What follows belongs to an exercise in optimizing a design on an open flow for small area and a short achievable clock period; a production flow would make more cautious choices. In this exercise RTL edits were held to simulation tests only and were not proved equivalent to the original. Power figures rest on the tool's default switching activity, not on a simulated workload.

`design/flow/config.mk`:
```
export PLATFORM = sky130hd
export DESIGN_NAME = alu_pipeline_top
export DESIGN_NICKNAME = alu_pipeline_top
export VERILOG_FILES = /design/flow/design.v
export SDC_FILE = /design/flow/constraint.sdc
export NUM_CORES = 4
export LEC_CHECK = 0
export CAP_MARGIN = 20
export CORE_MARGIN = 2
export CORE_UTILIZATION = 55
export CTS_BUF_LIST = sky130_fd_sc_hd__clkbuf_16
export CTS_CLUSTER_DIAMETER = 80
export CTS_CLUSTER_SIZE = 24
export SETUP_SLACK_MARGIN = 2.8
export SLEW_MARGIN = 20
```
`design/flow/constraint.sdc`:
```
create_clock -name core_clock -period 6.0 [get_ports {i_clk}]
set_input_delay 1.2000 -clock core_clock [delete_from_list [all_inputs] [get_ports {i_clk}]]
set_output_delay 1.2000 -clock core_clock [all_outputs]
set_load 0.01 [all_outputs]
```
`design/flow/design.v`:
```
`default_nettype none
package cpu_pkg;
    localparam int XLEN       = 32;
    localparam int REG_ADDR_W = 5;
    localparam int NUM_REGS   = 32;
    localparam int SHAMT_W    = 5;
    typedef logic [XLEN-1:0]       word_t;
    typedef logic [REG_ADDR_W-1:0] reg_addr_t;
    localparam logic [6:0] OPC_OP     = 7'b0110011;
    localparam logic [6:0] OPC_OP_IMM = 7'b0010011;
endpackage
`default_nettype wire
`timescale 1ns/1ps
`default_nettype none
module alu (
    input  logic [7:0]     i_sel,
    input  logic           i_sub,
    input  logic           i_sra,
    input  cpu_pkg::word_t i_a,         
    input  cpu_pkg::word_t i_bx,
    input  logic [3:0]     i_sh_lo,     
    input  logic [3:0]     i_sh_mid,    
    input  logic           i_sh_hi,     
    output cpu_pkg::word_t o_result
);
    cpu_pkg::word_t p;
    cpu_pkg::word_t g;
    logic [32*6-1:0] gp;    
    logic [32*6-1:0] pp;    
    logic [32:0]    carry;
    logic           lt_signed;
    logic           lt_unsigned;
    cpu_pkg::word_t rest;
    cpu_pkg::word_t res_c0;
    cpu_pkg::word_t res_c1;
    cpu_pkg::word_t sh1;
    cpu_pkg::word_t sh2;
    cpu_pkg::word_t sh_out;
    cpu_pkg::word_t sh_rev;
    logic           fill;
    assign p  = i_a ^ i_bx;
    assign g  = i_a & i_bx;
    always_comb begin
        gp[31:0] = {g[31:1], g[0] | (p[0] & i_sub)};
        pp[31:0] = p;
        for (int l = 0; l < 5; l++) begin
            for (int i = 0; i < 32; i++) begin
                if (((i >> l) & 1) == 1) begin
                    gp[(l+1)*32 + i] = gp[l*32 + i] |
                                       (pp[l*32 + i] & gp[l*32 + ((i >> l) << l) - 1]);
                    pp[(l+1)*32 + i] = pp[l*32 + i] & pp[l*32 + ((i >> l) << l) - 1];
                end else begin
                    gp[(l+1)*32 + i] = gp[l*32 + i];
                    pp[(l+1)*32 + i] = pp[l*32 + i];
                end
            end
        end
    end
    assign carry = {gp[6*32-1:5*32], i_sub};
    assign lt_unsigned = ~carry[32];
    assign lt_signed   = (i_a[31] == i_bx[31]) ? i_a[31] : (p[31] ^ carry[31]);
    assign fill   = i_sra & i_a[31] & i_sel[5];
    always_comb begin
        for (int i = 0; i < 32; i++) begin
            sh1[i] = 1'b0;
            for (int k = 0; k < 4; k++) begin
                sh1[i] = sh1[i] | (i_sh_lo[k] & ((i + k < 32) ? i_a[(i + k) % 32] : fill));
            end
        end
        for (int i = 0; i < 32; i++) begin
            sh2[i] = 1'b0;
            for (int k = 0; k < 4; k++) begin
                sh2[i] = sh2[i] | (i_sh_mid[k] & ((i + 4*k < 32) ? sh1[(i + 4*k) % 32] : fill));
            end
        end
        for (int i = 0; i < 32; i++) begin
            sh_out[i] = i_sh_hi ? ((i + 16 < 32) ? sh2[(i + 16) % 32] : fill) : sh2[i];
        end
    end
    always_comb begin
        for (int i = 0; i < 32; i++) begin
            sh_rev[i] = sh_out[31-i];
        end
    end
    assign rest = ({32{i_sel[1]}} & sh_rev)
                | {31'd0, (i_sel[2] & lt_signed) | (i_sel[3] & lt_unsigned)}
                | ({32{i_sel[4]}} & p)
                | ({32{i_sel[5]}} & sh_out)
                | ({32{i_sel[6]}} & (p | g))
                | ({32{i_sel[7]}} & g);
    assign res_c0 = rest | ({32{i_sel[0]}} & p);
    assign res_c1 = rest | ({32{i_sel[0]}} & ~p);
    always_comb begin
        for (int i = 0; i < 32; i++) begin
            o_result[i] = carry[i] ? res_c1[i] : res_c0[i];
        end
    end
endmodule
`default_nettype wire
`timescale 1ns/1ps
`default_nettype none
module ctrl_unit (
    input  cpu_pkg::word_t i_instr,       
    input  logic           i_instr_vld,
    output logic           o_wen,         
    output logic           o_imm_sel,     
    input  logic [31:12]   i_id_instr,    
    input  logic           i_id_imm_sel,
    output logic           o_sub,         
    output cpu_pkg::word_t o_imm
);
    logic [6:0] opcode;
    logic       is_op;
    logic       is_op_imm;
    logic [2:0] funct3;
    assign opcode    = i_instr[6:0];
    assign is_op     = (opcode == cpu_pkg::OPC_OP);
    assign is_op_imm = (opcode == cpu_pkg::OPC_OP_IMM);
    assign o_wen     = i_instr_vld && (is_op || is_op_imm) && (i_instr[11:7] != 5'd0);
    assign o_imm_sel = is_op_imm;
    assign funct3 = i_id_instr[14:12];
    assign o_sub  = (funct3 == 3'b000 && !i_id_imm_sel && i_id_instr[30]) ||
                    (funct3 == 3'b010) || (funct3 == 3'b011);
    assign o_imm = (funct3 == 3'b001 || funct3 == 3'b101) ?
                   {27'd0, i_id_instr[24:20]} :
                   {{20{i_id_instr[31]}}, i_id_instr[31:20]};
endmodule
`default_nettype wire
`timescale 1ns/1ps
`default_nettype none
module reg_file (
    input  logic           i_clk,
    input  logic           i_rst,
    input  logic           i_wr_en,
    input  logic [4:0]     i_wr_addr,
    input  cpu_pkg::word_t i_wr_data,
    output logic [31:1]    o_valid,      
    input  logic [31:1]    i_sel1,
    input  logic [31:1]    i_sel2,
    input  logic           i_byp1,       
    input  logic           i_byp2,       
    input  cpu_pkg::word_t i_byp_data,
    output cpu_pkg::word_t o_rs1_data,
    output cpu_pkg::word_t o_rs2_data
);
    cpu_pkg::word_t regs [1:31];
    logic [31:1]    valid;
    for (genvar i = 1; i < 32; i++) begin : g_reg
        logic we;
        assign we = i_wr_en && (i_wr_addr == i);
        always_ff @(posedge i_clk or posedge i_rst) begin
            if (i_rst) begin
                valid[i] <= 1'b0;
            end else if (we) begin
                valid[i] <= 1'b1;
            end
        end
        always_ff @(posedge i_clk) begin
            if (we) begin
                regs[i] <= i_wr_data;
            end
        end
        assign o_valid[i] = valid[i] | we;
    end
    always_comb begin
        o_rs1_data = {32{i_byp1}} & i_byp_data;
        o_rs2_data = {32{i_byp2}} & i_byp_data;
        for (int i = 1; i < 32; i++) begin
            o_rs1_data = o_rs1_data | ({32{i_sel1[i]}} & regs[i]);
            o_rs2_data = o_rs2_data | ({32{i_sel2[i]}} & regs[i]);
        end
    end
endmodule
`default_nettype wire
`timescale 1ns/1ps
`default_nettype none
module decode_stage (
    input  logic           i_clk,
    input  logic           i_rst,
    input  logic           i_instr_vld,
    input  cpu_pkg::word_t i_instr,
    input  logic           i_wb_vld,
    input  logic [4:0]     i_wb_rd,
    input  cpu_pkg::word_t i_wb_data,
    input  cpu_pkg::word_t i_alu_result,
    output logic           o_ex_vld,
    output logic [4:0]     o_ex_rd,
    output cpu_pkg::word_t o_ex_a,      
    output cpu_pkg::word_t o_ex_b,      
    output logic [3:0]     o_ex_sh_lo,  
    output logic [3:0]     o_ex_sh_mid, 
    output logic           o_ex_sh_hi,  
    output logic [2:0]     o_ex_f3,
    output logic           o_ex_sub,
    output logic           o_ex_sra
);
    logic           s0_wen;
    logic           s0_imm_sel;
    logic [31:7]    s0_instr;
    logic           pre_wen;
    logic           pre_imm_sel;
    logic [4:0]     pre_rs1;
    logic [4:0]     pre_rs2;
    logic           pre_fwd_a;
    logic           pre_fwd_b;
    logic           pre_byp1;
    logic           pre_byp2;
    logic [31:1]    pre_sel1;
    logic [31:1]    pre_sel2;
    logic [31:1]    valid_next;
    logic           if_wen;
    logic           if_imm_sel;
    logic [31:7]    if_instr;
    logic           if_fwd_a;
    logic           if_fwd_b;
    logic           if_byp1;
    logic           if_byp2;
    logic [31:1]    if_sel1;
    logic [31:1]    if_sel2;
    logic           id_sub;
    cpu_pkg::word_t id_imm;
    cpu_pkg::word_t id_rs1_data;
    cpu_pkg::word_t id_rs2_data;
    cpu_pkg::word_t id_a;
    cpu_pkg::word_t id_a_rev;
    cpu_pkg::word_t id_b;
    logic           id_shift;
    ctrl_unit u_ctrl (
        .i_instr      (i_instr),
        .i_instr_vld  (i_instr_vld),
        .o_wen        (pre_wen),
        .o_imm_sel    (pre_imm_sel),
        .i_id_instr   (if_instr[31:12]),
        .i_id_imm_sel (if_imm_sel),
        .o_sub        (id_sub),
        .o_imm        (id_imm)
    );
    always_ff @(posedge i_clk or posedge i_rst) begin
        if (i_rst) begin
            s0_wen   <= 1'b0;
            if_wen   <= 1'b0;
            o_ex_vld <= 1'b0;
        end else begin
            s0_wen   <= pre_wen;
            if_wen   <= s0_wen;
            o_ex_vld <= if_wen;
        end
    end
    always_ff @(posedge i_clk) begin
        s0_imm_sel <= pre_imm_sel;
        s0_instr   <= i_instr[31:7];
    end
    assign pre_rs1   = s0_instr[19:15];
    assign pre_rs2   = s0_instr[24:20];
    assign pre_fwd_a = if_wen && (if_instr[11:7] == pre_rs1);
    assign pre_fwd_b = if_wen && (if_instr[11:7] == pre_rs2) && !s0_imm_sel;
    assign pre_byp1  = o_ex_vld && (o_ex_rd == pre_rs1) && !pre_fwd_a;
    assign pre_byp2  = o_ex_vld && (o_ex_rd == pre_rs2) && !pre_fwd_b && !s0_imm_sel;
    always_comb begin
        for (int i = 1; i < 32; i++) begin
            pre_sel1[i] = (pre_rs1 == i[4:0]) && valid_next[i] && !pre_fwd_a && !pre_byp1;
            pre_sel2[i] = (pre_rs2 == i[4:0]) && valid_next[i] && !pre_fwd_b && !pre_byp2 &&
                          !s0_imm_sel;
        end
    end
    always_ff @(posedge i_clk) begin
        if_imm_sel <= s0_imm_sel;
        if_instr   <= s0_instr;
        if_fwd_a   <= pre_fwd_a;
        if_fwd_b   <= pre_fwd_b;
        if_byp1    <= pre_byp1;
        if_byp2    <= pre_byp2;
        if_sel1    <= pre_sel1;
        if_sel2    <= pre_sel2;
    end
    reg_file u_regs (
        .i_clk       (i_clk),
        .i_rst       (i_rst),
        .i_wr_en     (i_wb_vld),
        .i_wr_addr   (i_wb_rd),
        .i_wr_data   (i_wb_data),
        .o_valid     (valid_next),
        .i_sel1      (if_sel1),
        .i_sel2      (if_sel2),
        .i_byp1      (if_byp1),
        .i_byp2      (if_byp2),
        .i_byp_data  (i_wb_data),
        .o_rs1_data  (id_rs1_data),
        .o_rs2_data  (id_rs2_data)
    );
    assign id_a     = id_rs1_data | ({32{if_fwd_a}} & i_alu_result);
    assign id_b     = id_rs2_data | ({32{if_fwd_b}} & i_alu_result) | ({32{if_imm_sel}} & id_imm);
    assign id_shift = (if_instr[13:12] == 2'b01);
    always_comb begin
        for (int i = 0; i < 32; i++) begin
            id_a_rev[i] = id_a[31-i];
        end
    end
    always_ff @(posedge i_clk) begin
        o_ex_rd     <= if_instr[11:7];
        o_ex_a      <= (if_instr[14:12] == 3'b001) ? id_a_rev : id_a;
        o_ex_b      <= id_b ^ {32{id_sub}};
        o_ex_sh_lo  <= id_shift ? (4'd1 << id_b[1:0]) : 4'd0;
        o_ex_sh_mid <= id_shift ? (4'd1 << id_b[3:2]) : 4'd0;
        o_ex_sh_hi  <= id_shift & id_b[4];
        o_ex_f3     <= if_instr[14:12];
        o_ex_sub    <= id_sub;
        o_ex_sra    <= if_instr[30];
    end
endmodule
`default_nettype wire
`timescale 1ns/1ps
`default_nettype none
module execute_stage (
    input  logic           i_clk,
    input  logic           i_rst,
    input  logic           i_ex_vld,
    input  logic [4:0]     i_ex_rd,
    input  cpu_pkg::word_t i_ex_a,
    input  cpu_pkg::word_t i_ex_b,
    input  logic [3:0]     i_ex_sh_lo,
    input  logic [3:0]     i_ex_sh_mid,
    input  logic           i_ex_sh_hi,
    input  logic [2:0]     i_ex_f3,
    input  logic           i_ex_sub,
    input  logic           i_ex_sra,
    output cpu_pkg::word_t o_alu_result,
    output logic           o_wb_vld,
    output logic [4:0]     o_wb_rd,
    output cpu_pkg::word_t o_wb_data
);
    cpu_pkg::word_t alu_result;
    alu u_alu (
        .i_sel    (8'd1 << i_ex_f3),
        .i_sub    (i_ex_sub),
        .i_sra    (i_ex_sra),
        .i_a      (i_ex_a),
        .i_bx     (i_ex_b),
        .i_sh_lo  (i_ex_sh_lo),
        .i_sh_mid (i_ex_sh_mid),
        .i_sh_hi  (i_ex_sh_hi),
        .o_result (alu_result)
    );
    assign o_alu_result = alu_result;
    always_ff @(posedge i_clk or posedge i_rst) begin
        if (i_rst) begin
            o_wb_vld <= 1'b0;
        end else begin
            o_wb_vld <= i_ex_vld;
        end
    end
    always_ff @(posedge i_clk) begin
        o_wb_rd   <= i_ex_rd;
        o_wb_data <= alu_result;
    end
endmodule
`default_nettype wire
`timescale 1ns/1ps
`default_nettype none
module alu_pipeline_top (
    input  logic               i_clk,
    input  logic               i_rst,
    input  logic               i_instr_vld,
    input  cpu_pkg::word_t     i_instr,
    output logic               o_wb_vld,
    output cpu_pkg::reg_addr_t o_wb_rd,
    output cpu_pkg::word_t     o_wb_data
);
    logic           ex_vld;
    logic [4:0]     ex_rd;
    cpu_pkg::word_t ex_a;
    cpu_pkg::word_t ex_b;
    logic [3:0]     ex_sh_lo;
    logic [3:0]     ex_sh_mid;
    logic           ex_sh_hi;
    logic [2:0]     ex_f3;
    logic           ex_sub;
    logic           ex_sra;
    cpu_pkg::word_t alu_result;
    decode_stage u_decode (
        .i_clk        (i_clk),
        .i_rst        (i_rst),
        .i_instr_vld  (i_instr_vld),
        .i_instr      (i_instr),
        .i_wb_vld     (o_wb_vld),
        .i_wb_rd      (o_wb_rd),
        .i_wb_data    (o_wb_data),
        .i_alu_result (alu_result),
        .o_ex_vld     (ex_vld),
        .o_ex_rd      (ex_rd),
        .o_ex_a       (ex_a),
        .o_ex_b       (ex_b),
        .o_ex_sh_lo   (ex_sh_lo),
        .o_ex_sh_mid  (ex_sh_mid),
        .o_ex_sh_hi   (ex_sh_hi),
        .o_ex_f3      (ex_f3),
        .o_ex_sub     (ex_sub),
        .o_ex_sra     (ex_sra)
    );
    execute_stage u_execute (
        .i_clk        (i_clk),
        .i_rst        (i_rst),
        .i_ex_vld     (ex_vld),
        .i_ex_rd      (ex_rd),
        .i_ex_a       (ex_a),
        .i_ex_b       (ex_b),
        .i_ex_sh_lo   (ex_sh_lo),
        .i_ex_sh_mid  (ex_sh_mid),
        .i_ex_sh_hi   (ex_sh_hi),
        .i_ex_f3      (ex_f3),
        .i_ex_sub     (ex_sub),
        .i_ex_sra     (ex_sra),
        .o_alu_result (alu_result),
        .o_wb_vld     (o_wb_vld),
        .o_wb_rd      (o_wb_rd),
        .o_wb_data    (o_wb_data)
    );
endmodule
`default_nettype wire
```
`design/flow/flow/run.sh`:
```
#!/bin/bash
# The standard layout, except that the input and output ports are
# buffered with buf_2 cells instead of the delay buffers buffer_ports picks
# by default. The whole make run's output goes to standard.log.
set -euo pipefail
export BUFFER_PORTS_ARGS="-buffer_cell sky130_fd_sc_hd__buf_2"
bash standard.sh > standard.log 2>&1
```
`design/flow/standard.sh`:
```
#!/bin/bash
# synth_recipe.tcl (not shown) runs the flow's synth.tcl, then flattens the netlist and writes it again
# the make line also repeats each setting of config.mk as NAME=value (left out here)
make -C /OpenROAD-flow-scripts/flow DESIGN_CONFIG=/design/flow/config.mk WORK_HOME=/design/flow/orfs CLKGATE_MAP_FILE= SYNTH_SCRIPT=/design/flow/synth_recipe.tcl "${@:-finish}"
```
==> metrics.csv, run 1 <==
metric,value,unit
Mapped Cells,4054,
outcome,timing/DRC/antenna clean,
"Clk pin slew, worst setup/hold paths",0.10,ns
Rel. slew slack,10.4,%
total gr overflow,0,
first-pass GRT wire length,355,mm
Reg power frac,63.6,%
ys async rst share,2.78,%
PwrDens,252,nW/um2
switching power total,3.42,mW
Row Count,114,
"Seq/Total Area, Yosys",65.7,%
Peak VDD IR,0.000259,V
drt total wl,268,mm
Starting Density,55.6,%
design area,59900,um2
Skew-Pair Late Insertion Delay,0.78,ns
P_int,11.7,mW
vias in the first global route,44059,
crit end category,flip-flop,
Netlist cell types,78,
CTS Sinks,1260,
leakage power,21.4,nW
DRT iter0 DRCs,12933,
Max Cap Viol,0,
CTS tree,yes,
Clock power frac,32.8,%
Final Max Slew Viols,0,
fill count,7403,
clock period minus worst slack,3.46,ns
Setup Skew,0.0904,ns
Post-DP Area,56200,um2
Synth warnings,5,
Least-Margin Pin Slew,1.34,ns
"Top FF cell, synth",edfxtp_1,
Worst Hold Class,reg2reg,
Gate power share,3.6,%
number of H-tree levels,2,
final hold vios,0,
area growth from synthesis to layout,11.4,%
CTS Buf Count,61,
initial antenna violation count,5,
Vias,47640,
worst-path cell chain,nor2b_1 > nand3_1 > nor2_4 > buf_4,
total core area,96700,um2
DR WL/cell,49.0,um
slowest cell on the critical path,nor2_4,
antenna violation net count after detailed routing,0,
routed vias/inst,8.72,
RD Place Congestion,1.10,
Worst path max stage delay,1.12,ns
"Net count, final",4218,
IO Pins,73,
critical setup path kind,reg2reg,
CTS root buf,clkbuf_16,
largest net degree at the start of global routing,57,
share of cells above drive strength 1,15.9,%
cell taking the most area after synthesis,edfxtp_1,
FMAX,289,MHz
critical path launch point type,flip-flop,
switching share of power,22.7,%
syn avg cell area,13.3,um2
Clock Path Buffers,3,
Total GRT Usage,52.2,%
Die W,317,um
full die area,100000,um2
setup TNS,0,ns
Die Ht,317,um
# port buffers,72,
drt drc,0,
"Arr. time, crit path",3.81,ns
synthesized netlist net count,4153,
top post-synthesis cells by area,"edfxtp_1 (55%), a22oi_1 (11%), dfxtp_1 (8.7%)",
RSZ-0062 raised after global routing,true,
Synth Cell Area,53800,um2
1st-pass router iterations,12,
post-synth top area share,55.4,%
required time worst endpoint,6.35,ns
Final period util,57.7,%
CP Max Fanout,20,
# setup viols final,0,
"EDFF count, synth",992,
Seq cells post-synth,1260,
power after layout,15.1,mW
DP HPWL,149,mm
## metrics by stage
step                      hold slack (ns)  setup slack (ns)  cells  util [%]
after global placement              0.313              1.12   5262      58.0
after detailed placement            0.313              1.71   5266      58.1
after global routing                0.336              2.69   5447      61.9
final                               0.335              2.54   5463      61.9
after CTS                           0.334              2.73   5402      61.0
after floorplan                     0.310              2.92   4054         -
## power by group through the flow
stage	sequential, mW	clock, mW	combinational, mW
finish	9.59	4.95	0.543
global route	9.59	5.15	0.574
CTS	9.59	4.88	0.502
detailed placement	9.79	0	0.479
global placement	9.78	0	0.468
floorplan	9.80	0	0.224
## registers in the layout, indices dropped and copies added (netlist names), 3 cells and up
| register | count |
|---|---|
| u_execute.o_wb_rd | 5 |
| u_decode.o_ex_b | 32 |
| u_decode.if_sel1 | 31 |
| u_decode.o_ex_f3 | 3 |
| u_decode.o_ex_a | 32 |
| u_decode.s0_instr | 25 |
| u_decode.if_sel2 | 31 |
| u_decode.u_regs.valid | 31 |
| u_decode.o_ex_sh_mid | 4 |
| u_decode.if_instr | 20 |
| u_decode.o_ex_rd | 5 |
| u_decode.o_ex_sh_lo | 4 |
| u_execute.o_wb_data | 32 |
| u_decode.u_regs.regs | 992 |
## what timing repair did
| item | in CTS | in global routing |
|---|---|---|
| hold buffers | 0 | 0 |
| endpoints found under the hold margin | 0 | 0 |
| setup endpoints to repair | 102 | 73 |
| gates resized for setup | 165 | 105 |
| setup buffers | 21 | 42 |
| pin swaps | 25 | 44 |
| gates cloned | 0 | 0 |
## synthesized netlist by cell type (19+ instances only)
cell type / count
nor3_1: 76
mux2i_1: 32
dfxtp_1: 233
a21oi_1: 96
o21ai_0: 43
clkbuf_1: 229
a22o_1: 166
ha_1: 64
nand2_1: 127
xnor2_1: 54
o221ai_1: 22
nand3_1: 118
inv_1: 118
a211oi_1: 32
a221oi_1: 165
edfxtp_1: 992
nor2_1: 140
nor4_1: 36
a22oi_1: 781
buf_1: 44
nand4_1: 151
or4_1: 29
dfrtp_1: 35
nand2b_1: 19
## worst max-delay path: cells and delay by family (launching register included)
| family | cells | cell delay (ns) |
|---|---|---|
| flops | 1 | 0.47 |
| buf+inv | 1 | 0.69 |
| simple gates | 3 | 1.81 |
## cells in the final DEF (no fill, tap or decap), types with 13 or more instances in the layout
cell type  instances
nor2b_1           13
xnor2_1           54
dfrtp_1           35
ha_1              44
edfxtp_1         992
nand4_1          151
dfxtp_1          113
o21ai_0           37
clkbuf_16         62
diode_2           16
or4_1             28
a22o_1           166
inv_2             14
nor4_1            33
a22oi_1          774
a211oi_1          29
nand2_1          121
a31oi_1           14
nor3_1            70
o221ai_1          20
a221oi_1         159
buf_4            190
ha_4              16
nor2_4            36
o21a_1            13
inv_1            154
a21oi_1           81
nand3_1          114
nor2_1           104
dfxtp_2           80
dfxtp_4           40
xor2_1            15
nand2b_1          18
mux2i_1           29
buf_2             72
## area by class of cell
class | instances | area [um2] | share of cell area (%)
diodes | 16 | 40.0 | 0.0669
clock buffers | 62 | 1550 | 2.59
clock inverters | 53 | 357 | 0.596
inverters | 129 | 488 | 0.815
multi-input cells | 2387 | 18100 | 30.3
flip-flops and latches | 1260 | 35600 | 59.4
well taps | 1276 | 1600 | 2.67
repair buffers | 280 | 2110 | 3.53
## kinds of logic after synthesis
kind of cell    share of synthesized area (%)
compound gates                           20.8
mux                                     0.722
fa+ha+maj                                1.49
simple gates                             7.29
buf+inv                                  2.87
flops                                    65.7
xor+xnor                                 1.14
## final timing paths
| check | end | depth (start not counted) | start | slack, ns |
|---|---|---|---|---|
| worst max-delay path | u_decode.u_regs.regs[11][22] | 4 | u_execute.o_wb_vld | 2.54 |
| worst min-delay path | u_decode.if_instr[10] | 0 | u_decode.s0_instr[10] | 0.33 |
| min in group asynchronous | u_execute.o_wb_vld | 3 | i_rst | 0.52 |
| max in group asynchronous | u_decode.u_regs.valid[21] | 3 | i_rst | 5.11 |
| worst max register to register | u_decode.u_regs.regs[11][22] | 4 | u_execute.o_wb_vld | 2.54 |
| worst min register to register | u_decode.if_instr[10] | 0 | u_decode.s0_instr[10] | 0.33 |
## per-layer routing
metal	share of wire (%)	global-route usage, %	up-vias
met1	32	65.3	22586
met2	38	67.8	6287
met3	20	30.3	1963
li1	-	-	16759
met5	0.32	3.93	-
met4	9.5	33.5	45
==> inputs of run 2 (changes only) <==
--- a/design/flow/design.v
+++ b/design/flow/design.v
@@ -190,7 +190,7 @@
     output logic [3:0]     o_ex_sh_lo,  
     output logic [3:0]     o_ex_sh_mid, 
     output logic           o_ex_sh_hi,  
-    output logic [2:0]     o_ex_f3,
+    output logic [7:0]     o_ex_sel,    
     output logic           o_ex_sub,
     output logic           o_ex_sra
 );
@@ -303,7 +303,7 @@
         o_ex_sh_lo  <= id_shift ? (4'd1 << id_b[1:0]) : 4'd0;
         o_ex_sh_mid <= id_shift ? (4'd1 << id_b[3:2]) : 4'd0;
         o_ex_sh_hi  <= id_shift & id_b[4];
-        o_ex_f3     <= if_instr[14:12];
+        o_ex_sel    <= 8'd1 << if_instr[14:12];
         o_ex_sub    <= id_sub;
         o_ex_sra    <= if_instr[30];
     end
@@ -321,7 +321,7 @@
     input  logic [3:0]     i_ex_sh_lo,
     input  logic [3:0]     i_ex_sh_mid,
     input  logic           i_ex_sh_hi,
-    input  logic [2:0]     i_ex_f3,
+    input  logic [7:0]     i_ex_sel,
     input  logic           i_ex_sub,
     input  logic           i_ex_sra,
     output cpu_pkg::word_t o_alu_result,
@@ -331,7 +331,7 @@
 );
     cpu_pkg::word_t alu_result;
     alu u_alu (
-        .i_sel    (8'd1 << i_ex_f3),
+        .i_sel    (i_ex_sel),
         .i_sub    (i_ex_sub),
         .i_sra    (i_ex_sra),
         .i_a      (i_ex_a),
@@ -373,7 +373,7 @@
     logic [3:0]     ex_sh_lo;
     logic [3:0]     ex_sh_mid;
     logic           ex_sh_hi;
-    logic [2:0]     ex_f3;
+    logic [7:0]     ex_sel;
     logic           ex_sub;
     logic           ex_sra;
     cpu_pkg::word_t alu_result;
@@ -393,7 +393,7 @@
         .o_ex_sh_lo   (ex_sh_lo),
         .o_ex_sh_mid  (ex_sh_mid),
         .o_ex_sh_hi   (ex_sh_hi),
-        .o_ex_f3      (ex_f3),
+        .o_ex_sel     (ex_sel),
         .o_ex_sub     (ex_sub),
         .o_ex_sra     (ex_sra)
     );
@@ -407,7 +407,7 @@
         .i_ex_sh_lo   (ex_sh_lo),
         .i_ex_sh_mid  (ex_sh_mid),
         .i_ex_sh_hi   (ex_sh_hi),
-        .i_ex_f3      (ex_f3),
+        .i_ex_sel     (ex_sel),
         .i_ex_sub     (ex_sub),
         .i_ex_sra     (ex_sra),
         .o_alu_result (alu_result),
==> design/flow/run.sh (new file) <==
#!/bin/bash
# synth_recipe.tcl (not shown) runs the flow's synth.tcl, then flattens the netlist and writes it again
# the make line also repeats each setting of config.mk as NAME=value (left out here)
make -C /OpenROAD-flow-scripts/flow DESIGN_CONFIG=/design/flow/config.mk WORK_HOME=/design/flow/orfs CLKGATE_MAP_FILE= SYNTH_SCRIPT=/design/flow/synth_recipe.tcl finish
--- a/design/flow/config.mk
+++ b/design/flow/config.mk
@@ -5,11 +5,11 @@
 export SDC_FILE = /design/flow/constraint.sdc
 export NUM_CORES = 4
 export LEC_CHECK = 0
-export CAP_MARGIN = 20
+export CAP_MARGIN = 50
 export CORE_MARGIN = 2
 export CORE_UTILIZATION = 55
 export CTS_BUF_LIST = sky130_fd_sc_hd__clkbuf_16
 export CTS_CLUSTER_DIAMETER = 80
 export CTS_CLUSTER_SIZE = 24
 export SETUP_SLACK_MARGIN = 2.8
-export SLEW_MARGIN = 20
+export SLEW_MARGIN = 50
removed: design/flow/flow/run.sh
removed: design/flow/standard.sh
==> run 2 against run 1 <==
Against the previous run:
- die area up 0.80%
- first-iteration DRC count grew 0.75%
- register-to-register slack better by 0.24 ns
- hold slack improved by 0.0031 ns
- worst setup slack gained 0.24 ns
- global-route usage is 2.0 points lower
- final cell count grew 0.49%
- critical endpoint is now u_decode.o_ex_b[26]
- non-clock buffer count rose by 23
- critical path depth increased by 4
- still clean on timing, DRC and antenna
- highest routed layer unchanged
==> metrics.csv, run 2 <==
metric,value,unit
reg2reg path depth,8,
clock period minus worst slack,3.22,ns
critical setup path kind,reg2reg,
"commonest non-fill, non-tap cells in the layout","edfxtp_1 (992), a22oi_1 (715), a22o_1 (188)",
P_int,11.9,mW
hold_ws,0.338,ns
"most common cell after layout, fill and taps aside",edfxtp_1,
Synth Cell Area,54200,um2
top post-synthesis cells by area,"edfxtp_1 (55%), a22oi_1 (10%), dfxtp_1 (8.8%)",
syn avg cell area,13.4,um2
worst-path cell chain,buf_4 > a22oi_1 > nand4_1 > nor4_2 > nand2_1 > a41o_1 > nor2_1 > xnor2_1,
number of H-tree levels,3,
crit end category,flip-flop,
ys async rst share,2.77,%
drt drc,0,
DP HPWL,150,mm
Vias,47030,
DR WL/cell,47.5,um
"EDFF count, synth",992,
routed vias/inst,8.57,
"Seq/Total Area, Yosys",65.4,%
Starting Density,55.3,%
Worst path max stage delay,0.60,ns
Hold Buf Count CTS,0,
# port buffers,72,
Mapped Cells,4047,
Final Max Slew Viols,0,
design area,61200,um2
CTS tree,yes,
"reg-to-reg slack, setup",2.78,ns
Synth warnings,5,
Total GRT Usage,50.2,%
crit path to,u_decode.o_ex_b[26],
simple-gate share of the synthesized area,6.96,%
initial antenna violation count,15,
total core area,98000,um2
multiplexer share of the synthesized area,0.647,%
setup TNS,0,ns
CTS root buf,clkbuf_16,
Setup WS post-layout,2.78,ns
slowest cell on the critical path,dfxtp_2,
post-synthesis compound-gate area fraction,21.4,%
DRT iter0 DRCs,13030,
drt total wl,261,mm
Seq cells post-synth,1265,
CTS Buf Count,67,
Rel. slew slack,41.8,%
Die Ht,318,um
Post-Place Worst Slack,2.03,ns
# setup viols final,0,
Post-Synth Adder-Cell Area,1.48,%
"Clk pin slew, worst setup/hold paths",0.09,ns
placed cells,5330,
largest net degree at the start of global routing,36,
Commonest cells post-synth,"edfxtp_1 (992), a22oi_1 (722), dfxtp_1 (238), clkbuf_1 (203), a22o_1 (188)",
Skew-Pair Late Insertion Delay,0.72,ns
cell taking the most area after synthesis,edfxtp_1,
CTS Sinks,1265,
xor-xnor portion of the synthesized cell area,1.05,%
Setup crit start,u_decode.if_sel2[2],
"Net count, final",4244,
synthesized netlist net count,4146,
PwrDens,251,nW/um2
Least-Margin Pin Slew,0.873,ns
Post-DP Area,57800,um2
FMAX,310,MHz
FF-to-FF End,u_decode.o_ex_b[26],
CP Max Fanout,19,
post-synth top area share,55.0,%
full die area,101000,um2
leakage power,21.9,nW
"Arr. time, crit path",3.78,ns
switching share of power,22.6,%
largest family of logic cells by synthesized area,compound AO/OA/AOI/OAI gates,
max reg flops,992,
IO Pins,73,
Row Count,115,
Die W,318,um
Largest Register,u_decode.u_regs.regs,
Setup Skew,0.0649,ns
Clock power frac,33.8,%
area growth from synthesis to layout,13.0,%
total gr overflow,0,
RSZ-0062 raised after global routing,true,
antenna violation net count after detailed routing,0,
most numerous cell in the Yosys netlist,edfxtp_1,
Max Cap Viol,0,
Netlist cell types,88,
Reg power frac,62.6,%
power after layout,15.3,mW
Worst Hold Class,reg2reg,
critical path launch point type,flip-flop,
Clock Path Buffers,3,
final hold vios,0,
share of cells above drive strength 1,15.5,%
1st-pass router iterations,13,
final core occ,62.5,%
fill count,7330,
Final period util,53.7,%
RD Place Congestion,0.998,
Peak VDD IR,0.000340,V
vias in the first global route,44062,
Finished Layout Cells,5490,
switching power total,3.47,mW
required time worst endpoint,6.56,ns
reg2reg start,u_decode.if_sel2[2],
first-pass GRT wire length,351,mm
Gate power share,3.6,%
outcome,timing/DRC/antenna clean,
"Top FF cell, synth",edfxtp_1,
-- run 2: cell count changes after synthesis, sizes merged, moves of 11 or more --
cell,change
a22oi,-55
o21ai,+35
nor2,-31
a22o,+27
a221oi,+20
a211oi,-19
clkbuf,-18
a21o,+16
nand3,-16
nand4,+15
buf,+14
o211ai,+11
-- run 2: power groups by stage --
stage,clock network (mW),logic (mW),registers (mW)
finish,5.18,0.555,9.61
global route,5.41,0.587,9.61
CTS,5.14,0.504,9.61
detailed placement,0,0.488,9.81
global placement,0,0.472,9.82
floorplan,0,0.212,9.83
-- run 2: cell families (layout without fill, tap and decap cells) --
group	Yosys count	count (layout)
xor+xnor	65	65
buf+inv	398	544
other cells	0	10
fa+ha+maj	64	64
mux	34	34
simple gates	720	720
compound gates	1501	1501
flops	1265	1265
-- run 2: worst max-delay path: cells and delay by family, from the launching register on --
| family | cells | cell delay (ns) |
|---|---|---|
| flip-flops | 1 | 0.60 |
| buffers and inverters | 1 | 0.46 |
| XOR/XNOR | 1 | 0.07 |
| AND/OR/NAND/NOR | 4 | 1.32 |
| AO/OA/AOI/OAI | 2 | 0.60 |
-- run 2: area by class of cell --
type	instances	area, um2	share of cell area [%]
timing repair buffer	303	3040	4.96
inverter	124	472	0.771
clock inverter	47	310	0.507
tap	1287	1610	2.63
antenna	10	25.0	0.0409
multi-input combinational	2384	18300	29.9
clock buffer	70	1750	2.86
sequential	1265	35700	58.3
-- run 2: layer usage --
layer | share of wire [%] | global-route usage, %
met1 | 31 | 62.4
met2 | 39 | 68.1
met3 | 20 | 25.0
met4 | 9.9 | 34.9
met5 | 0.064 | 0.0473
-- run 2: worst min path at each step --
stage                                startpoint               endpoint  slack, ns  depth (start not counted)
after floorplan           u_decode.s0_instr[10]  u_decode.if_instr[10]       0.31                          0
after global placement    u_decode.s0_instr[12]  u_decode.if_instr[12]       0.31                          0
after detailed placement  u_decode.s0_instr[25]  u_decode.if_instr[25]       0.31                          0
after CTS                 u_decode.s0_instr[31]  u_decode.if_instr[31]       0.34                          0
after global routing       u_decode.s0_instr[7]   u_decode.if_instr[7]       0.35                          0
final                     u_decode.s0_instr[31]  u_decode.if_instr[31]       0.34                          0
-- run 2: timing repair --
action,CTS,global route
setup buffers,8,24
pin swaps,13,33
resized for setup,121,139
setup endpoints to repair,96,70
hold endpoints to repair,0,0
gates cloned,0,1
==> inputs of run 3 (changes only) <==
--- a/design/flow/config.mk
+++ b/design/flow/config.mk
@@ -7,7 +7,7 @@
 export LEC_CHECK = 0
 export CAP_MARGIN = 50
 export CORE_MARGIN = 2
-export CORE_UTILIZATION = 55
+export CORE_UTILIZATION = 60
 export CTS_BUF_LIST = sky130_fd_sc_hd__clkbuf_16
 export CTS_CLUSTER_DIAMETER = 80
 export CTS_CLUSTER_SIZE = 24
==> run 3 against run 2 <==
Against the previous run:
- sequential share of layout area up 0.19 points
- first-iteration DRC count grew 2.6%
- synthesized cell count unchanged
- clock power down 8.3%
- non-clock buffer count rose by 9
- critical path type unchanged
- critical endpoint is now u_decode.o_ex_b[24]
==> metrics.csv, run 3 <==
metric,value,unit
top layer reached by signal wires,met5,
power after layout,14.9,mW
"commonest non-fill, non-tap cells in the layout","edfxtp_1 (992), a22oi_1 (716), a22o_1 (188)",
Peak VDD IR,0.000297,V
leakage power,21.9,nW
"Arr. time, crit path",3.88,ns
first-pass GRT wire length,345,mm
DRT iter0 DRCs,13370,
Setup crit start,u_decode.if_sel2[2],
Mapped Cells,4047,
Seq cells post-synth,1265,
share of cells above drive strength 1,15.0,%
reg2reg path depth,8,
Netlist cell types,88,
synthesized netlist net count,4146,
hold_sp,u_decode.s0_instr[12],
cell taking the most area after synthesis,edfxtp_1,
clock period minus worst slack,3.31,ns
DP HPWL,146,mm
Commonest cells post-synth,"edfxtp_1 (992), a22oi_1 (722), dfxtp_1 (238), clkbuf_1 (203), a22o_1 (188)",
critical setup path kind,reg2reg,
1st-pass router iterations,15,
Worst Hold Class,reg2reg,
Die Ht,305,um
# setup viols final,0,
setup TNS,0,ns
crit end category,flip-flop,
Skew-Pair Late Insertion Delay,0.75,ns
placed cells,5209,
"Top FF cell, synth",edfxtp_1,
"most common cell after layout, fill and taps aside",edfxtp_1,
"Seq/Total Area, Yosys",65.4,%
most numerous cell in the Yosys netlist,edfxtp_1,
CTS root buf,clkbuf_16,
Synth warnings,5,
WL met3,53.0,mm
"Net count, final",4247,
Largest Register,u_decode.u_regs.regs,
Starting Density,60.4,%
WHS Path Cells,0,
RSZ-0062 raised after global routing,true,
met1 WL,78.0,mm
"Clk pin slew, worst setup/hold paths",0.10,ns
top post-synthesis cells by area,"edfxtp_1 (55%), a22oi_1 (10%), dfxtp_1 (8.8%)",
Rel. slew slack,39.3,%
Final period util,55.2,%
Setup Skew,0.0828,ns
Vias,47741,
Synth Cell Area,54200,um2
Row Count,110,
CTS Buf Count,60,
syn avg cell area,13.4,um2
max reg flops,992,
post-synth top area share,55.0,%
met2 wire len,96.7,mm
RD Place Congestion,1.05,
FMAX,302,MHz
CP Max Fanout,17,
final hold vios,0,
CTS Sinks,1265,
Clock Path Buffers,3,
drt drc,0,
CTS tree,yes,
antenna violation net count after detailed routing,0,
required time worst endpoint,6.57,ns
full die area,92700,um2
routed vias/inst,8.86,
Finished Layout Cells,5386,
total core area,89700,um2
Least-Margin Pin Slew,0.911,ns
Post-Place Worst Slack,1.88,ns
Final Max Slew Viols,0,
drt total wl,256,mm
total gr overflow,0,
PwrDens,244,nW/um2
IO Pins,73,
DR WL/cell,47.6,um
"EDFF count, synth",992,
# port buffers,72,
final core occ,68.0,%
reg2reg start,u_decode.if_sel2[2],
outcome,timing/DRC/antenna clean,
Hold Buf Count CTS,0,
Total GRT Usage,53.6,%
Setup WS post-layout,2.69,ns
ys async rst share,2.77,%
vias in the first global route,44467,
number of H-tree levels,2,
Max Cap Viol,0,
initial antenna violation count,12,
critical path launch point type,flip-flop,
largest net degree at the start of global routing,37,
area growth from synthesis to layout,12.6,%
Die W,305,um
"reg-to-reg slack, setup",2.69,ns
[run 3: power by group]
part,leakage (nW),switching (mW),internal (mW)
clock network,1.04,2.87,1.88
registers,13.1,0.108,9.50
logic,7.75,0.371,0.193
[run 3: layout make-up]
| cell class | count | area, um2 |
|---|---|---|
| sequential | 1265 | 35700 |
| fill | 6236 | 28700 |
| multi-input combinational | 2385 | 18400 |
| timing repair buffer | 312 | 3130 |
| clock buffer | 61 | 1530 |
| tap | 1176 | 1470 |
| inverter | 124 | 475 |
| clock inverter | 53 | 277 |
| antenna | 10 | 25.0 |
[run 3: critical path, stage by stage, from the launching register on]
cell	delay, ns
dfxtp_4	0.52
buf_4	0.38
a22o_1	0.29
a221oi_1	0.38
nand3_1	0.16
nor4_2	0.73
nand2_1	0.20
a221o_1	0.32
xnor2_1	0.12
[run 3: what timing repair did]
item                       4_1_cts  5_1_grt
gates resized for setup        177       83
setup buffers                   10       39
gates cloned                     1        0
setup endpoints to repair      103       58
pin swaps                       22       26
[run 3: logic make-up after synthesis]
logic type                 after synthesis  share of synthesized area [%]
xor gates and xnor gates                65                           1.05
DFF                                   1265                           65.4
and+or+nand+nor                        720                           6.96
buffers and inverters                  398                           3.05
adders and majority gates               64                           1.48
AOI/OAI and AO/OA                     1501                           21.4
muxes                                   34                          0.647
[run 3: final timing paths]
path | end
setup / recovery | u_decode.o_ex_b[24]
hold / removal | u_decode.if_instr[12]
setup reg to reg | u_decode.o_ex_b[24]
hold reg to reg | u_decode.if_instr[12]
max in group asynchronous | u_decode.if_wen
min in group asynchronous | u_decode.u_regs.valid[8]
[run 3: per-stage QoR]
stage                     hold WS, ns  instance area, um2
after detailed placement        0.312               57600
after global routing            0.340               61000
after CTS                       0.333               60200
after floorplan                 0.310               54200
after global placement          0.312               56600
final                           0.332               61000
[run 3: metal layers]
layer,vias up,track usage (%)
li1,16906,-
met1,22319,64.1
met2,6343,71.0
met3,2149,32.0
met4,24,38.1
met5,-,0.879
==> inputs of run 4 (changes only) <==
==> design/flow/config.mk (replaced) <==
export PLATFORM = sky130hd
export DESIGN_NAME = alu_pipeline_top
export DESIGN_NICKNAME = alu_pipeline_top
export VERILOG_FILES = /design/flow/design.v
export SDC_FILE = /design/flow/constraint.sdc
export NUM_CORES = 4
export LEC_CHECK = 0
export CAP_MARGIN = 70
export CORE_MARGIN = 2
export CORE_UTILIZATION = 55
export CTS_BUF_LIST = sky130_fd_sc_hd__clkbuf_16
export CTS_CLUSTER_DIAMETER = 80
export CTS_CLUSTER_SIZE = 24
export SETUP_SLACK_MARGIN = 2.8
export SLEW_MARGIN = 70
==> run 4 against run 3 <==
Against the previous run:
- total power up 3.7%
- fmax increased by 3.3%
- wire length rose by 3.1%
- register-to-register slack better by 0.13 ns
- critical path type is now reg2out
- critical endpoint is now o_wb_data[31]
- largest cell class unchanged
==> metrics.csv, run 4 <==
metric,value,unit
total core area,98000,um2
"Arr. time, crit path",2.01,ns
RSZ-0062 raised after global routing,true,
first-pass GRT wire length,356,mm
"Clk pin slew, worst setup/hold paths",0.10,ns
full die area,101000,um2
# setup viols final,0,
CTS tree,yes,
largest net degree at the start of global routing,36,
CP Buf/Inv Count,1,
worst-path cell chain,clkdlybuf4s50_1,
Worst path max stage delay,0.67,ns
drt total wl,264,mm
DR WL/cell,46.8,um
IO Pins,73,
critical setup path kind,reg2out,
"CP delay by family, top",buffers and inverters,
CTS root buf,clkbuf_16,
Total GRT Usage,50.8,%
initial antenna violation count,10,
Worst Hold Class,reg2reg,
crit end category,primary output,
Setup Skew,0.0583,ns
"commonest non-fill, non-tap cells in the layout","edfxtp_1 (992), a22oi_1 (710), a22o_1 (188)",
"Top FF cell, synth",edfxtp_1,
synthesized netlist net count,4146,
clock period minus worst slack,3.21,ns
most numerous cell in the Yosys netlist,edfxtp_1,
Row Count,115,
# port buffers,72,
Die W,318,um
required time worst endpoint,4.80,ns
Mapped Cells,4047,
Seq cells post-synth,1265,
Rel. slew slack,61.7,%
Starting Density,55.3,%
Peak VDD IR,0.000319,V
Commonest cells post-synth,"edfxtp_1 (992), a22oi_1 (722), dfxtp_1 (238), clkbuf_1 (203), a22o_1 (188)",
critical path launch point type,flip-flop,
FMAX,312,MHz
CTS Sinks,1265,
routed vias/inst,8.46,
Finished Layout Cells,5642,
Setup WS post-layout,2.79,ns
final hold vios,0,
total gr overflow,0,
Skew-Pair Late Insertion Delay,0.71,ns
CP Max Fanout,34,
WL met3,51.1,mm
top layer reached by signal wires,met5,
"EDFF count, synth",992,
RD Place Congestion,0.998,
hold_ws,0.332,ns
slowest cell on the critical path,clkdlybuf4s50_1,
power after layout,15.5,mW
outcome,timing/DRC/antenna clean,
post-synth top area share,55.0,%
PwrDens,242,nW/um2
met1 WL,83.8,mm
Final Max Slew Viols,0,
Clock Path Buffers,3,
share of cells above drive strength 1,19.0,%
Least-Margin Pin Slew,0.573,ns
CTS Buf Count,68,
met2 wire len,103,mm
Largest Register,u_decode.u_regs.regs,
drt drc,0,
cell taking the most area after synthesis,edfxtp_1,
Post-Place Worst Slack,2.33,ns
1st-pass router iterations,14,
Die Ht,318,um
leakage power,23.0,nW
Vias,47731,
area growth from synthesis to layout,17.8,%
"most common cell after layout, fill and taps aside",edfxtp_1,
Netlist cell types,88,
antenna violation net count after detailed routing,0,
number of H-tree levels,3,
placed cells,5443,
"Net count, final",4387,
DP HPWL,163,mm
Synth Cell Area,54200,um2
syn avg cell area,13.4,um2
Hold Buf Count CTS,0,
Max Cap Viol,0,
Final period util,53.5,%
vias in the first global route,44337,
Synth warnings,5,
setup TNS,0,ns
max reg flops,992,
top post-synthesis cells by area,"edfxtp_1 (55%), a22oi_1 (10%), dfxtp_1 (8.8%)",
ys async rst share,2.77,%
DRT iter0 DRCs,13007,
"Seq/Total Area, Yosys",65.4,%
fill count,7027,
-- run 4: cells by family (layout without fill, tap and decap cells) --
group | Yosys count | after routing | synth area share [%]
AO/OA/AOI/OAI | 1501 | 1501 | 21.4
XOR/XNOR | 65 | 65 | 1.05
adder cells (fa/ha/maj) | 64 | 64 | 1.48
buffers and inverters | 398 | 694 | 3.05
flip-flops | 1265 | 1265 | 65.4
multiplexers | 34 | 34 | 0.647
other | 0 | 12 | 0
AND/OR/NAND/NOR | 720 | 720 | 6.96
-- run 4: path summary, 6_finish.rpt --
kind                                          from                  endpoint  slack, ns  depth (start not counted)
setup / recovery           u_execute.o_wb_data[31]             o_wb_data[31]       2.79                          1
hold / removal               u_decode.s0_instr[30]     u_decode.if_instr[30]       0.33                          0
setup reg to reg               u_decode.o_ex_a[10]    u_decode.o_ex_sh_lo[0]       2.82                         14
hold reg to reg              u_decode.s0_instr[30]     u_decode.if_instr[30]       0.33                          0
max in group asynchronous                    i_rst  u_decode.u_regs.valid[7]       4.85                          3
min in group asynchronous                    i_rst        u_execute.o_wb_vld       0.86                          3
-- run 4: final cells by class --
class | instances | area, um2 | area share, %
flip-flops and latches | 1265 | 35800 | 56.1
inverters | 124 | 473 | 0.741
clock inverters | 55 | 395 | 0.620
well taps | 1287 | 1610 | 2.52
multi-input cells | 2384 | 18600 | 29.2
repair buffers | 445 | 5150 | 8.07
diodes | 12 | 30.0 | 0.0471
clock buffers | 70 | 1750 | 2.74
-- run 4: through the flow --
step	utilization (%)	cell area [um2]
detailed placement	61.2	60000
finish	65.1	63800
global route	65.1	63800
CTS	63.8	62500
global placement	57.9	56800
floorplan	-	54200
-- run 4: layer usage --
layer | vias to the layer above | GRT usage (%)
li1 | 17198 | -
met1 | 22667 | 62.6
met2 | 5956 | 68.8
met3 | 1890 | 26.6
met4 | 20 | 34.8
met5 | - | 0.993
-- run 4: where the power goes --
| group | switching (mW) | internal (mW) |
|---|---|---|
| combinational | 0.379 | 0.199 |
| sequential | 0.106 | 9.49 |
| clock | 3.04 | 2.25 |
| total | 3.52 | 11.9 |
-- run 4: repair_timing --
item | CTS | global route
endpoints found under the hold margin | 0 | 0
setup buffers | 9 | 38
pin swaps | 10 | 33
gates resized for setup | 80 | 124
endpoints found under the setup margin | 51 | 58
gates cloned | 0 | 2

-- static timing again, ports no longer ideal --
In the flow no input, the clock included, has a driving cell. The finished layouts below were timed again as built, in two steps. Step 1: set_driving_cell puts a clkbuf_16 on i_clk and a buf_2 on each other input, an assumption about the parent block. Step 2, shift: input delay + t, output delay - t, t = (earliest + latest rising clock arrival at the registers) / 2. This alone moves slack from input paths to output paths. Slacks: ideal ports / drivers / drivers and shift; pairs: ideal ports / drivers.
run	t (ns)	slack for setup (ns)	worst register clock-pin slew, ns
run 1	0.819	2.538 / 2.538 / 2.538	0.11 / 0.11
run 2	0.768	2.777 / 2.707 / 2.777	0.10 / 0.10
run 3	0.783	2.687 / 2.686 / 2.686	0.10 / 0.10
run 4	0.763	2.791 / 2.714 / 2.823	0.11 / 0.11
After both steps every run listed still meets setup and hold. The setup slack of run 3, which loses most, moves by -0.001 ns with the drivers and by -0.001 ns with both steps.
